This is an optimization exercise on Yosys and OpenROAD, whose aim is small area, not a production implementation.
The RTL was checked by simulation tests, not by an equivalence proof against the original design.

==> inputs of raven <==
==> flow/design.v <==
package dev_pkg;
    localparam int byte_w         = 8;       
    localparam int upc_baud_div   = 67;      
    localparam int lc_baud_div    = 134;     
    localparam int rm_baud_div    = 67;      
    localparam int pwr_baud_div   = 67;      
    localparam int baud_cnt_w     = 16;      
    localparam int lfsr7_full     = 7'b1100010;    
    localparam int lfsr7_half     = 7'b1010010;    
    localparam int lfsr7_mask     = 7'b0111001;
    localparam int lfsr8_full     = 8'b11100110;   
    localparam int lfsr8_half     = 8'b10101000;   
    localparam int lfsr8_mask     = 8'b10011101;
    localparam int tx_queue_depth = 4;       
    localparam logic [byte_w-1:0] pwr_header = 8'h5A;    
    localparam int pwr_word_w     = 16;      
    localparam int pwr_word_cnt   = 6;       
    localparam int pwr_data_bytes = 12;      
    localparam int meas_w         = 32;      
    typedef logic [pwr_word_cnt-1:0][pwr_word_w-1:0] pwr_words_t;
endpackage
`timescale 1ns/1ps
module uart_rx #(
    parameter int BAUD_DIV     = dev_pkg::upc_baud_div,
    parameter bit CHECK_EN     = 1'b0,
    parameter bit CHECK_FILTER = 1'b0
) (
    input  logic        clk_sys,
    input  logic        rst_n,
    input  logic        rx,                      
    output logic [dev_pkg::byte_w-1:0] stream_data,        
    output logic        stream_valid,            
    output logic        bit_stb,                 
    output logic        stop_stb,                
    output logic        line_bit                 
);
    localparam int last_bit = CHECK_EN ? dev_pkg::byte_w + 2 : dev_pkg::byte_w + 1;
    localparam int cw = (BAUD_DIV > 127) ? 8 : 7;
    localparam logic [cw-1:0] c_first = (cw == 8) ? cw'(dev_pkg::lfsr8_half) : cw'(dev_pkg::lfsr7_half);
    localparam logic [cw-1:0] c_next  = (cw == 8) ? cw'(dev_pkg::lfsr8_full) : cw'(dev_pkg::lfsr7_full);
    localparam logic [cw-1:0] c_mask  = (cw == 8) ? cw'(dev_pkg::lfsr8_mask) : cw'(dev_pkg::lfsr7_mask);
    logic [2:0]                 rx_ff;       
    logic                       busy;
    logic [cw-1:0]              cnt;
    logic [3:0]                 bit_idx;     
    logic [dev_pkg::byte_w-1:0] shift_reg;   
    logic                       par_acc;     
    logic start_edge, mid_pt, fb;
    assign start_edge = rx_ff[2] & ~rx_ff[1];    
    assign mid_pt     = busy && ((cnt & c_mask) == (cw'(1) & c_mask));
    assign fb         = (cw == 8) ? (cnt[cw-1] ^ cnt[5] ^ cnt[4] ^ cnt[3]) : (cnt[cw-1] ^ cnt[cw-2]);
    assign stream_data  = shift_reg;
    assign stream_valid = !busy && bit_idx == 4'(last_bit + 1) && !(CHECK_FILTER && par_acc);
    assign bit_stb      = mid_pt && bit_idx != 4'd0 && bit_idx <= 4'(dev_pkg::byte_w);
    assign stop_stb     = mid_pt && bit_idx == 4'(last_bit);
    assign line_bit     = rx_ff[1];
    always_ff @(posedge clk_sys) begin
        if (!rst_n) rx_ff <= 3'b111;             
        else        rx_ff <= {rx_ff[1:0], rx};
        if (!rst_n) begin
            busy <= 1'b0;
        end else if (!busy) begin
            busy <= start_edge;
        end else if (mid_pt) begin
            if (bit_idx == 4'd0 && rx_ff[1]) busy <= 1'b0;      
            if (bit_idx == 4'(last_bit))     busy <= 1'b0;      
        end
        if (!busy || !rst_n) begin
            bit_idx <= '0;
            par_acc <= 1'b0;
        end else if (mid_pt) begin
            bit_idx <= bit_idx + 4'd1;
            if (bit_idx != 4'd0 && bit_idx != 4'(last_bit)) par_acc <= par_acc ^ rx_ff[1];
        end
        if (!busy)       cnt <= c_first;
        else if (mid_pt) cnt <= c_next;
        else             cnt <= {cnt[cw-2:0], fb};
        if (bit_stb) shift_reg <= {rx_ff[1], shift_reg[dev_pkg::byte_w-1:1]};
    end
endmodule
`timescale 1ns/1ps
module uart_tx #(
    parameter int BAUD_DIV = dev_pkg::upc_baud_div,
    parameter bit CHECK_EN = 1'b0
) (
    input  logic                       clk_sys,
    input  logic                       rst_n,
    input  logic                       tx_en,        
    input  logic [dev_pkg::byte_w-1:0] tx_data,
    output logic                       tx            
);
    localparam logic [3:0] last_idx = CHECK_EN ? 4'd9 : 4'd8;
    localparam int cw = (BAUD_DIV > 127) ? 8 : 7;
    localparam logic [cw-1:0] c_load = (cw == 8) ? cw'(dev_pkg::lfsr8_full) : cw'(dev_pkg::lfsr7_full);
    localparam logic [cw-1:0] c_mask = (cw == 8) ? cw'(dev_pkg::lfsr8_mask) : cw'(dev_pkg::lfsr7_mask);
    logic [dev_pkg::byte_w-1:0] q_mem [4];
    logic [1:0]                 rd_ptr;          
    logic [1:0]                 fill;            
    logic                       busy;            
    logic [cw-1:0]              cnt;
    logic [3:0]                 bit_idx;
    logic                       par;             
    logic baud_wrap, last_bit, push, pop, fb, cur_bit;
    logic [1:0] wr_ptr, cur_ptr;
    assign fb        = (cw == 8) ? (cnt[cw-1] ^ cnt[5] ^ cnt[4] ^ cnt[3]) : (cnt[cw-1] ^ cnt[cw-2]);
    assign baud_wrap = (cnt & c_mask) == (cw'(1) & c_mask);
    assign last_bit  = bit_idx == last_idx;
    assign push      = tx_en && !(busy && fill == 2'd3);
    assign pop       = (fill != 2'd0) && (!busy || (baud_wrap && last_bit));
    assign wr_ptr    = rd_ptr + fill;
    assign cur_ptr   = rd_ptr - 2'd1;
    always_comb begin
        if (!bit_idx[3])     cur_bit = q_mem[cur_ptr][bit_idx[2:0]];
        else if (bit_idx[2]) cur_bit = 1'b0;                             
        else if (bit_idx[0] || !CHECK_EN) cur_bit = 1'b1;                
        else                 cur_bit = par;                              
    end
    assign tx = !busy || cur_bit;
    always_ff @(posedge clk_sys) begin
        if (!rst_n) begin
            fill <= '0;
            busy <= 1'b0;
        end else begin
            fill <= fill + 2'(push) - 2'(pop);
            if (pop) busy <= 1'b1;
            else if (baud_wrap && last_bit) busy <= 1'b0;
        end
        if (pop) rd_ptr <= rd_ptr + 2'd1;
        if (!busy || baud_wrap) cnt <= c_load;
        else                    cnt <= {cnt[cw-2:0], fb};
        if (!busy || (baud_wrap && last_bit)) bit_idx <= 4'd15;
        else if (baud_wrap)                   bit_idx <= bit_idx + 4'd1;
        if (bit_idx == 4'd15)                  par <= 1'b0;
        else if (baud_wrap && !bit_idx[3])     par <= par ^ cur_bit;
        if (push) q_mem[wr_ptr] <= tx_data;
    end
endmodule
`timescale 1ns/1ps
module pwr_monitor (
    input  logic                       clk_sys,
    input  logic                       rst_n,
    input  logic [dev_pkg::byte_w-1:0] stream_data,
    input  logic                       stream_valid,
    input  logic                       bit_stb,        
    input  logic                       stop_stb,       
    input  logic                       line_bit,       
    output logic [dev_pkg::meas_w-1:0] pwr_voltage,
    output logic [dev_pkg::meas_w-1:0] pwr_current,
    output logic [dev_pkg::meas_w-1:0] pwr_power,
    output logic                       pwr_valid      
);
    localparam int ww = dev_pkg::pwr_word_w;
    localparam int nb = dev_pkg::pwr_data_bytes * dev_pkg::byte_w;
    logic [3:0]                 pos;
    logic [dev_pkg::byte_w-1:0] sum;             
    logic                       frame_err;       
    logic [nb-1:0]              payload;         
    logic [dev_pkg::pwr_word_cnt*ww-1:0] words;  
    logic                       frame_ok;
    for (genvar k = 0; k < dev_pkg::pwr_word_cnt; k++) begin : g_words
        assign words[k*ww +: ww] = {payload[16*k +: 8], payload[16*k+8 +: 8]};
    end
    assign frame_ok = stream_valid && pos == 4'd13 && stream_data == sum && !frame_err;
    always_ff @(posedge clk_sys) begin
        if (bit_stb) payload <= {stream_data[0], payload[nb-1:1]};
        if (stop_stb) frame_err <= ~line_bit | (frame_err && pos != 4'd0);
        if (pos == 4'd0)                       sum <= '0;
        else if (stream_valid && pos != 4'd13) sum <= sum + stream_data;
        if (!rst_n) begin
            pos <= '0;
        end else if (stream_valid) begin
            if (pos == 4'd0) begin
                if (stream_data == dev_pkg::pwr_header) pos <= 4'd1;
            end else if (pos >= 4'd13) begin
                pos <= '0;
            end else begin
                pos <= pos + 4'd1;
            end
        end
        if (!rst_n) begin
            pwr_valid   <= 1'b0;
            pwr_voltage <= '0;
            pwr_current <= '0;
            pwr_power   <= '0;
        end else begin
            pwr_valid <= frame_ok;
            if (frame_ok) begin
                pwr_voltage <= {words[3*ww +: ww], words[0*ww +: ww]};
                pwr_current <= {words[4*ww +: ww], words[1*ww +: ww]};
                pwr_power   <= {words[5*ww +: ww], words[2*ww +: ww]};
            end
        end
    end
endmodule
`timescale 1ns/1ps
module dev_top (
    input  logic                       clk_60m,
    input  logic                       rst_n,
    input  logic                       upc_cfg_uart_rx,
    output logic                       upc_cfg_uart_tx,
    input  logic [dev_pkg::byte_w-1:0] upconvert_cfg_data,
    input  logic                       upconvert_cfg_data_valid,
    output logic [dev_pkg::byte_w-1:0] upconvert_rd_data,
    output logic                       upconvert_rd_data_valid,
    input  logic                       pc_lcuart_rx,
    output logic                       pc_lcuart_tx,
    input  logic                       pc_lctx_en,
    input  logic [dev_pkg::byte_w-1:0] pc_lctx_data,
    output logic [dev_pkg::byte_w-1:0] pc_lcrx_data,
    output logic                       pc_lcrx_data_valid,
    input  logic                       pc_rmuart_rx,
    output logic                       pc_rmuart_tx,
    input  logic                       pc_rmtx_en,
    input  logic [dev_pkg::byte_w-1:0] pc_rmtx_data,
    output logic [dev_pkg::byte_w-1:0] pc_rmrx_data,
    output logic                       pc_rmrx_data_valid,
    input  logic                       pwr_uart_rx,
    output logic [dev_pkg::meas_w-1:0] pwr_voltage,
    output logic [dev_pkg::meas_w-1:0] pwr_current,
    output logic [dev_pkg::meas_w-1:0] pwr_power,
    output logic                       pwr_valid
);
    logic upc_bit_stb, upc_stop_stb, upc_line;
    logic lc_bit_stb, lc_stop_stb, lc_line;
    logic rm_bit_stb, rm_stop_stb, rm_line;
    logic [dev_pkg::byte_w-1:0] pwr_rx_data;
    logic pwr_rx_valid, pwr_bit_stb, pwr_stop_stb, pwr_line;
    uart_rx #(.BAUD_DIV(dev_pkg::upc_baud_div), .CHECK_EN(1'b0), .CHECK_FILTER(1'b0))
    u1_uart_rx (.clk_sys(clk_60m), .rst_n(rst_n), .rx(upc_cfg_uart_rx),
                .stream_data(upconvert_rd_data), .stream_valid(upconvert_rd_data_valid),
                .bit_stb(upc_bit_stb), .stop_stb(upc_stop_stb), .line_bit(upc_line));
    uart_tx #(.BAUD_DIV(dev_pkg::upc_baud_div), .CHECK_EN(1'b0))
    u1_uart_tx (.clk_sys(clk_60m), .rst_n(rst_n), .tx_en(upconvert_cfg_data_valid),
                .tx_data(upconvert_cfg_data), .tx(upc_cfg_uart_tx));
    uart_rx #(.BAUD_DIV(dev_pkg::lc_baud_div), .CHECK_EN(1'b1), .CHECK_FILTER(1'b1))
    u2_uart_rx (.clk_sys(clk_60m), .rst_n(rst_n), .rx(pc_lcuart_rx),
                .stream_data(pc_lcrx_data), .stream_valid(pc_lcrx_data_valid),
                .bit_stb(lc_bit_stb), .stop_stb(lc_stop_stb), .line_bit(lc_line));
    uart_tx #(.BAUD_DIV(dev_pkg::lc_baud_div), .CHECK_EN(1'b1))
    u2_uart_tx (.clk_sys(clk_60m), .rst_n(rst_n), .tx_en(pc_lctx_en),
                .tx_data(pc_lctx_data), .tx(pc_lcuart_tx));
    uart_rx #(.BAUD_DIV(dev_pkg::rm_baud_div), .CHECK_EN(1'b1), .CHECK_FILTER(1'b1))
    u3_uart_rx (.clk_sys(clk_60m), .rst_n(rst_n), .rx(pc_rmuart_rx),
                .stream_data(pc_rmrx_data), .stream_valid(pc_rmrx_data_valid),
                .bit_stb(rm_bit_stb), .stop_stb(rm_stop_stb), .line_bit(rm_line));
    uart_tx #(.BAUD_DIV(dev_pkg::rm_baud_div), .CHECK_EN(1'b1))
    u3_uart_tx (.clk_sys(clk_60m), .rst_n(rst_n), .tx_en(pc_rmtx_en),
                .tx_data(pc_rmtx_data), .tx(pc_rmuart_tx));
    uart_rx #(.BAUD_DIV(dev_pkg::pwr_baud_div), .CHECK_EN(1'b0), .CHECK_FILTER(1'b0))
    u4_uart_rx (.clk_sys(clk_60m), .rst_n(rst_n), .rx(pwr_uart_rx),
                .stream_data(pwr_rx_data), .stream_valid(pwr_rx_valid),
                .bit_stb(pwr_bit_stb), .stop_stb(pwr_stop_stb), .line_bit(pwr_line));
    pwr_monitor u_pwr_monitor (
        .clk_sys     (clk_60m     ),             
        .rst_n       (rst_n       ),             
        .stream_data (pwr_rx_data ),             
        .stream_valid(pwr_rx_valid),             
        .bit_stb     (pwr_bit_stb ),             
        .stop_stb    (pwr_stop_stb),             
        .line_bit    (pwr_line    ),             
        .pwr_voltage (pwr_voltage ),             
        .pwr_current (pwr_current ),             
        .pwr_power   (pwr_power   ),             
        .pwr_valid   (pwr_valid   )              
    );
endmodule
==> flow/run.sh <==
#!/bin/bash
# synth_recipe.tcl (not shown) runs the flow's synth.tcl, then flattens the netlist and writes it again
# the make line also repeats each setting of config.mk as NAME=value (left out here)
make -C /OpenROAD-flow-scripts/flow DESIGN_CONFIG=/design/flow/config.mk WORK_HOME=/design/flow/orfs CLKGATE_MAP_FILE= SYNTH_SCRIPT=/design/flow/synth_recipe.tcl finish
==> flow/config.mk <==
export PLATFORM = sky130hd
export DESIGN_NAME = dev_top
export DESIGN_NICKNAME = dev_top
export VERILOG_FILES = /design/flow/design.v
export SDC_FILE = /design/flow/constraint.sdc
export NUM_CORES = 4
export LEC_CHECK = 0
export ABC_AREA = 1
export CAP_MARGIN = 20
export CORE_MARGIN = 2
export CORE_UTILIZATION = 40
export CTS_BUF_LIST = sky130_fd_sc_hd__clkbuf_16
export CTS_CLUSTER_DIAMETER = 80
export CTS_CLUSTER_SIZE = 30
export SLEW_MARGIN = 20
==> flow/constraint.sdc <==
create_clock -name core_clock -period 10.0 [get_ports {clk_60m}]
set_input_delay 2.0000 -clock core_clock [delete_from_list [all_inputs] [get_ports {clk_60m}]]
set_output_delay 2.0000 -clock core_clock [all_outputs]
set_load 0.01 [all_outputs]
==> garnet (differences from raven) <==
--- a/flow/design.v
+++ b/flow/design.v
@@ -42,5 +42,5 @@
     logic [2:0]                 rx_ff;       
-    logic                       busy;
+    logic                       busy;        
     logic [cw-1:0]              cnt;
-    logic [3:0]                 bit_idx;     
+    logic [3:0]                 bit_idx;
     logic [dev_pkg::byte_w-1:0] shift_reg;   
@@ -49,2 +49,3 @@
     assign start_edge = rx_ff[2] & ~rx_ff[1];    
+    assign busy       = bit_idx <= 4'(last_bit);
     assign mid_pt     = busy && ((cnt & c_mask) == (cw'(1) & c_mask));
@@ -52,3 +53,3 @@
     assign stream_data  = shift_reg;
-    assign stream_valid = !busy && bit_idx == 4'(last_bit + 1) && !(CHECK_FILTER && par_acc);
+    assign stream_valid = bit_idx == 4'(last_bit + 1) && !(CHECK_FILTER && par_acc);
     assign bit_stb      = mid_pt && bit_idx != 4'd0 && bit_idx <= 4'(dev_pkg::byte_w);
@@ -60,15 +61,13 @@
         if (!rst_n) begin
-            busy <= 1'b0;
+            bit_idx <= 4'd15;
         end else if (!busy) begin
-            busy <= start_edge;
+            bit_idx <= start_edge ? 4'd0 : 4'd15;
         end else if (mid_pt) begin
-            if (bit_idx == 4'd0 && rx_ff[1]) busy <= 1'b0;      
-            if (bit_idx == 4'(last_bit))     busy <= 1'b0;      
-        end
-        if (!busy || !rst_n) begin
-            bit_idx <= '0;
+            if (bit_idx == 4'd0 && rx_ff[1]) bit_idx <= 4'd15;      
+            else                             bit_idx <= bit_idx + 4'd1;
+        end
+        if (!busy) begin
             par_acc <= 1'b0;
-        end else if (mid_pt) begin
-            bit_idx <= bit_idx + 4'd1;
-            if (bit_idx != 4'd0 && bit_idx != 4'(last_bit)) par_acc <= par_acc ^ rx_ff[1];
+        end else if (mid_pt && bit_idx != 4'd0 && bit_idx != 4'(last_bit)) begin
+            par_acc <= par_acc ^ rx_ff[1];
         end
@@ -99,2 +98,3 @@
     logic                       busy;            
+    localparam logic [3:0] idle_idx = 4'd11;
     logic [cw-1:0]              cnt;
@@ -111,2 +111,3 @@
     assign cur_ptr   = rd_ptr - 2'd1;
+    assign busy      = bit_idx != idle_idx;
     always_comb begin
@@ -117,12 +118,6 @@
     end
-    assign tx = !busy || cur_bit;
+    assign tx = cur_bit;                         
     always_ff @(posedge clk_sys) begin
-        if (!rst_n) begin
-            fill <= '0;
-            busy <= 1'b0;
-        end else begin
-            fill <= fill + 2'(push) - 2'(pop);
-            if (pop) busy <= 1'b1;
-            else if (baud_wrap && last_bit) busy <= 1'b0;
-        end
+        if (!rst_n) fill <= '0;
+        else        fill <= fill + 2'(push) - 2'(pop);
         if (pop) rd_ptr <= rd_ptr + 2'd1;
@@ -130,4 +125,5 @@
         else                    cnt <= {cnt[cw-2:0], fb};
-        if (!busy || (baud_wrap && last_bit)) bit_idx <= 4'd15;
-        else if (baud_wrap)                   bit_idx <= bit_idx + 4'd1;
+        if (!rst_n)                                bit_idx <= idle_idx;
+        else if (!busy || (baud_wrap && last_bit)) bit_idx <= pop ? 4'd15 : idle_idx;
+        else if (baud_wrap)                        bit_idx <= bit_idx + 4'd1;
         if (bit_idx == 4'd15)                  par <= 1'b0;
@@ -162,2 +158,3 @@
     end
+    assign pwr_valid = pos == 4'd14;
     assign frame_ok = stream_valid && pos == 4'd13 && stream_data == sum && !frame_err;
@@ -170,2 +167,4 @@
             pos <= '0;
+        end else if (pos >= 4'd14) begin
+            pos <= '0;
         end else if (stream_valid) begin
@@ -173,4 +172,4 @@
                 if (stream_data == dev_pkg::pwr_header) pos <= 4'd1;
-            end else if (pos >= 4'd13) begin
-                pos <= '0;
+            end else if (pos == 4'd13) begin
+                pos <= frame_ok ? 4'd14 : 4'd0;
             end else begin
@@ -180,3 +179,2 @@
         if (!rst_n) begin
-            pwr_valid   <= 1'b0;
             pwr_voltage <= '0;
@@ -185,3 +183,2 @@
         end else begin
-            pwr_valid <= frame_ok;
             if (frame_ok) begin
==> flow/flow/run.sh (new file) <==
#!/bin/bash
# The standard layout (standard.sh) with three changes:
#  - synthesis maps the logic with an area-oriented ABC script (flow/area.abc) in place of
#    ORFS's; everything else in synthesis, the registers included, is synth_recipe.tcl as given
#  - ports are buffered with sky130_fd_sc_hd__buf_1 instead of the cell buffer_ports picks
#    by itself (a 10 um2 delay buffer)
#  - the clock tree is built without dummy loads
# make's output goes to standard.log, ORFS's per-step logs to orfs/logs/
set -euo pipefail
W=$(pwd)
cat > "$W/synth_area.tcl" <<EOF
# synth_recipe.tcl with ABC's script replaced by flow/area.abc
proc abc {args} {
  set i [lsearch -exact \$args -script]
  if {\$i >= 0} { set args [lreplace \$args [expr {\$i + 1}] [expr {\$i + 1}] {$W/flow/area.abc}] }
  yosys abc {*}\$args
}
source {$W/synth_recipe.tcl}
EOF
sed "s|SYNTH_SCRIPT=[^ ]*|SYNTH_SCRIPT=$W/synth_area.tcl|" standard.sh > standard_area.sh
grep -q "SYNTH_SCRIPT=$W/synth_area.tcl" standard_area.sh
export BUFFER_PORTS_ARGS="-buffer_cell sky130_fd_sc_hd__buf_1"
export CTS_ARGS="-sink_clustering_enable -repair_clock_nets -dont_use_dummy_load -buf_list sky130_fd_sc_hd__clkbuf_8 -sink_clustering_size 20 -sink_clustering_max_diameter 80"
bash standard_area.sh > standard.log 2>&1
==> flow/flow/area.abc (new file) <==
strash
balance
rewrite
refactor
balance
rewrite
rewrite -z
balance
refactor -z
rewrite -z
balance
dch -f
amap
topo
dnsize -c
==> flow/standard.sh (new file) <==
#!/bin/bash
# synth_recipe.tcl (not shown) runs the flow's synth.tcl, then flattens the netlist and writes it again
# the make line also repeats each setting of config.mk as NAME=value (left out here)
make -C /OpenROAD-flow-scripts/flow DESIGN_CONFIG=/design/flow/config.mk WORK_HOME=/design/flow/orfs CLKGATE_MAP_FILE= SYNTH_SCRIPT=/design/flow/synth_recipe.tcl "${@:-finish}"
CORE_UTILIZATION = 65   (was 40)
CTS_BUF_LIST = unset   (was sky130_fd_sc_hd__clkbuf_16)
CTS_CLUSTER_DIAMETER = unset   (was 80)
CTS_CLUSTER_SIZE = unset   (was 30)
removed: flow/run.sh
==> cedar (differences from raven) <==
--- a/flow/design.v
+++ b/flow/design.v
@@ -42,5 +42,5 @@
     logic [2:0]                 rx_ff;       
-    logic                       busy;
+    logic                       busy;        
     logic [cw-1:0]              cnt;
-    logic [3:0]                 bit_idx;     
+    logic [3:0]                 bit_idx;
     logic [dev_pkg::byte_w-1:0] shift_reg;   
@@ -49,2 +49,3 @@
     assign start_edge = rx_ff[2] & ~rx_ff[1];    
+    assign busy       = bit_idx <= 4'(last_bit);
     assign mid_pt     = busy && ((cnt & c_mask) == (cw'(1) & c_mask));
@@ -52,3 +53,3 @@
     assign stream_data  = shift_reg;
-    assign stream_valid = !busy && bit_idx == 4'(last_bit + 1) && !(CHECK_FILTER && par_acc);
+    assign stream_valid = bit_idx == 4'(last_bit + 1) && !(CHECK_FILTER && par_acc);
     assign bit_stb      = mid_pt && bit_idx != 4'd0 && bit_idx <= 4'(dev_pkg::byte_w);
@@ -60,15 +61,13 @@
         if (!rst_n) begin
-            busy <= 1'b0;
+            bit_idx <= 4'd15;
         end else if (!busy) begin
-            busy <= start_edge;
+            bit_idx <= start_edge ? 4'd0 : 4'd15;
         end else if (mid_pt) begin
-            if (bit_idx == 4'd0 && rx_ff[1]) busy <= 1'b0;      
-            if (bit_idx == 4'(last_bit))     busy <= 1'b0;      
+            if (bit_idx == 4'd0 && rx_ff[1]) bit_idx <= 4'd15;      
+            else                             bit_idx <= bit_idx + 4'd1;
         end
-        if (!busy || !rst_n) begin
-            bit_idx <= '0;
+        if (!busy) begin
             par_acc <= 1'b0;
-        end else if (mid_pt) begin
-            bit_idx <= bit_idx + 4'd1;
-            if (bit_idx != 4'd0 && bit_idx != 4'(last_bit)) par_acc <= par_acc ^ rx_ff[1];
+        end else if (mid_pt && bit_idx != 4'd0 && bit_idx != 4'(last_bit)) begin
+            par_acc <= par_acc ^ rx_ff[1];
         end
@@ -99,2 +98,3 @@
     logic                       busy;            
+    localparam logic [3:0] idle_idx = 4'd11;
     logic [cw-1:0]              cnt;
@@ -111,2 +111,3 @@
     assign cur_ptr   = rd_ptr - 2'd1;
+    assign busy      = bit_idx != idle_idx;
     always_comb begin
@@ -117,12 +118,6 @@
     end
-    assign tx = !busy || cur_bit;
+    assign tx = cur_bit;                         
     always_ff @(posedge clk_sys) begin
-        if (!rst_n) begin
-            fill <= '0;
-            busy <= 1'b0;
-        end else begin
-            fill <= fill + 2'(push) - 2'(pop);
-            if (pop) busy <= 1'b1;
-            else if (baud_wrap && last_bit) busy <= 1'b0;
-        end
+        if (!rst_n) fill <= '0;
+        else        fill <= fill + 2'(push) - 2'(pop);
         if (pop) rd_ptr <= rd_ptr + 2'd1;
@@ -130,4 +125,5 @@
         else                    cnt <= {cnt[cw-2:0], fb};
-        if (!busy || (baud_wrap && last_bit)) bit_idx <= 4'd15;
-        else if (baud_wrap)                   bit_idx <= bit_idx + 4'd1;
+        if (!rst_n)                                bit_idx <= idle_idx;
+        else if (!busy || (baud_wrap && last_bit)) bit_idx <= pop ? 4'd15 : idle_idx;
+        else if (baud_wrap)                        bit_idx <= bit_idx + 4'd1;
         if (bit_idx == 4'd15)                  par <= 1'b0;
@@ -162,2 +158,6 @@
     end
+    logic out_ld, out_hold;
+    assign pwr_valid = pos == 4'd14;
+    assign out_ld    = rst_n & frame_ok;
+    assign out_hold  = rst_n & ~frame_ok;
     assign frame_ok = stream_valid && pos == 4'd13 && stream_data == sum && !frame_err;
@@ -170,2 +170,4 @@
             pos <= '0;
+        end else if (pos >= 4'd14) begin
+            pos <= '0;
         end else if (stream_valid) begin
@@ -173,4 +175,4 @@
                 if (stream_data == dev_pkg::pwr_header) pos <= 4'd1;
-            end else if (pos >= 4'd13) begin
-                pos <= '0;
+            end else if (pos == 4'd13) begin
+                pos <= frame_ok ? 4'd14 : 4'd0;
             end else begin
@@ -179,15 +181,5 @@
         end
-        if (!rst_n) begin
-            pwr_valid   <= 1'b0;
-            pwr_voltage <= '0;
-            pwr_current <= '0;
-            pwr_power   <= '0;
-        end else begin
-            pwr_valid <= frame_ok;
-            if (frame_ok) begin
-                pwr_voltage <= {words[3*ww +: ww], words[0*ww +: ww]};
-                pwr_current <= {words[4*ww +: ww], words[1*ww +: ww]};
-                pwr_power   <= {words[5*ww +: ww], words[2*ww +: ww]};
-            end
-        end
+        pwr_voltage <= ({32{out_ld}} & {words[3*ww +: ww], words[0*ww +: ww]}) | ({32{out_hold}} & pwr_voltage);
+        pwr_current <= ({32{out_ld}} & {words[4*ww +: ww], words[1*ww +: ww]}) | ({32{out_hold}} & pwr_current);
+        pwr_power   <= ({32{out_ld}} & {words[5*ww +: ww], words[2*ww +: ww]}) | ({32{out_hold}} & pwr_power);
     end
==> flow/flow/run.sh (new file) <==
#!/bin/bash
# The standard layout (standard.sh) with these changes:
#  - synthesis is synth_recipe.tcl as given, except that yosys's extract_fa step is skipped
#    (adders are left to ABC instead of fixed half/full adder cells) and ABC maps the logic
#    with an area-oriented script (flow/area.abc: an &deepsyn restructuring that stops after 400 steps without gain, then
#    area-recovering &nf mapping) in place of ORFS's; the registers are the standard
#    synthesis's, ABC only maps the logic between them
#  - ports are buffered with sky130_fd_sc_hd__buf_1 instead of the cell buffer_ports picks
#    by itself (a 10 um2 delay buffer)
#  - the clock tree uses clkbuf_8 clusters of up to 18 registers and no dummy loads
# make's output goes to standard.log, ORFS's per-step logs to orfs/logs/
set -euo pipefail
W=$(pwd)
cat > "$W/synth_area.tcl" <<EOF
# synth_recipe.tcl with ABC's script replaced by flow/area.abc and extract_fa skipped
proc abc {args} {
  set i [lsearch -exact \$args -script]
  if {\$i >= 0} { set args [lreplace \$args [expr {\$i + 1}] [expr {\$i + 1}] {$W/flow/area.abc}] }
  yosys abc {*}\$args
}
proc extract_fa {args} { }
source {$W/synth_recipe.tcl}
EOF
sed "s|SYNTH_SCRIPT=[^ ]*|SYNTH_SCRIPT=$W/synth_area.tcl|" standard.sh > standard_area.sh
grep -q "SYNTH_SCRIPT=$W/synth_area.tcl" standard_area.sh
export BUFFER_PORTS_ARGS="-buffer_cell sky130_fd_sc_hd__buf_1"
export CTS_ARGS="-sink_clustering_enable -repair_clock_nets -dont_use_dummy_load -buf_list sky130_fd_sc_hd__clkbuf_8 -sink_clustering_size 18 -sink_clustering_max_diameter 70"
bash standard_area.sh > standard.log 2>&1
==> flow/flow/area.abc (new file) <==
strash
&get -n
&deepsyn -J 400 -T 600
&put
dch -f
&get -n
&nf -R 1000 -p -F 8 -A 4 -C 32
&put
topo
dnsize -c
==> flow/standard.sh (new file) <==
#!/bin/bash
# synth_recipe.tcl (not shown) runs the flow's synth.tcl, then flattens the netlist and writes it again
# the make line also repeats each setting of config.mk as NAME=value (left out here)
make -C /OpenROAD-flow-scripts/flow DESIGN_CONFIG=/design/flow/config.mk WORK_HOME=/design/flow/orfs CLKGATE_MAP_FILE= SYNTH_SCRIPT=/design/flow/synth_recipe.tcl "${@:-finish}"
CAP_MARGIN = 5   (was 20)
CORE_UTILIZATION = 88   (was 40)
CTS_BUF_LIST = unset   (was sky130_fd_sc_hd__clkbuf_16)
CTS_CLUSTER_DIAMETER = unset   (was 80)
CTS_CLUSTER_SIZE = unset   (was 30)
SLEW_MARGIN = 5   (was 20)
removed: flow/run.sh
==> out/metrics.cfg <==
[run_status]
status=no timing/DRC/antenna violations

[finish]
layoutNonFillerInstCount=1669
multi_input_cells=619
biggestCellCategory=flip-flops and latches
multi_input_comb_area_sq_mm=0.004294
seq_cells=440
fin_area_sq_mm=0.01719

[pwr]
power_switching_mw=1.049
finalPower_mw=3.638
power_sequential_mw=2.24

[worst_setup_path]
ff2ff_path_depth=9
worst_path_dominant_cell_family=simple AND/OR/NAND/NOR gates
reg2reg_slack_ns=6.83
worstReg2RegStart=u4_uart_rx.bit_idx[1]
worstPathMaxFanout=12

[global_route]
grt_util_met3_pct=2.909

[timing]
setup_tns_ns=0

[detailed_routing]
top_layer_used=met4
wirelength_met1_um=13440

[synthesis]
seq_area_frac_synth_pct=70.56

[clock_network]
clockRootBuffer=clkbuf_8

That was garnet.
==> out/metrics.cfg <==
[run_status]
status=aborted with a tool error
failed_stage=clock tree synthesis
error_message=[ERROR DPL-0033] detailed placement checks failed during check placement.

[synthesis]
synth-compound-area-share_pct=12.62
seq_area_frac_synth_pct=74.11
synthTopCellsByArea=edfxtp_1 (46%), dfxtp_1 (28%), a22o_1 (5.6%)
synth-seq-cells=440
synth_top_family_by_area=compound AO/OA/AOI/OAI gates
synth_fa_ha_area_share_pct=0.2668
yosys.area_share.xor_xnor_pct=1.926
syn-mean-instance-area_sq_um=14.17
yosys_warnings=7
postSynthCellCount=1059

[clock_network]
htreeDepth=1
clockRootBuffer=clkbuf_8
ctsResizeCount=0
cts_buffer_depth=3

That was cedar.
==> out/metrics.cfg <==
[worst_setup_path]
worstReg2RegStart=u4_uart_rx.shift_reg[2]
ff2ff_path_depth=9
worstPathMaxFanout=12

[detailed_routing]
top_layer_used=met4
wirelength_met1_um=15590

[pwr]
power_sequential_mw=2.23
finalPower_mw=3.967
power_switching_mw=1.134

[finish]
biggestCellCategory=flip-flops and latches
multi_input_comb_area_sq_mm=0.004624
seq_cells=448
layoutNonFillerInstCount=2248
multi_input_cells=925
fin_area_sq_mm=0.01959

[timing]
setup_tns_ns=0

[global_route]
grt_util_met3_pct=2.451

[run_status]
status=no timing/DRC/antenna violations

[clock_network]
clockRootBuffer=clkbuf_16

That was raven.

static timing again, ports no longer ideal:
The flow's constraints put no driver on any port. The routed layouts listed below were extracted and timed again, unchanged, in two steps.
Step 1 (the two cells are an assumption about what drives the block):
set clk [get_ports {clk_60m}]
set_driving_cell -lib_cell sky130_fd_sc_hd__clkbuf_16 $clk
set_driving_cell -lib_cell sky130_fd_sc_hd__buf_2 [delete_from_list [all_inputs] $clk]
Step 2 adds t to the input delays and takes it off the output delays; t is the mean of the earliest and latest rising clock arrival at the registers after step 1. Input paths then give back, and output paths get back, about the clock's delay inside the block.
a / b / c = no drivers / after step 1 / after step 2; a / b = the first two.
run | t (ns) | slack for setup (ns) | worst setup path at the end | worst slew at a driven data input, ns
raven | 0.613 | 5.033 / 4.979 / 5.592 | register to output | 0.05
garnet | 0.619 | 4.741 / 4.696 / 5.314 | register to output | 0.05
After both steps every run listed still meets setup and hold.
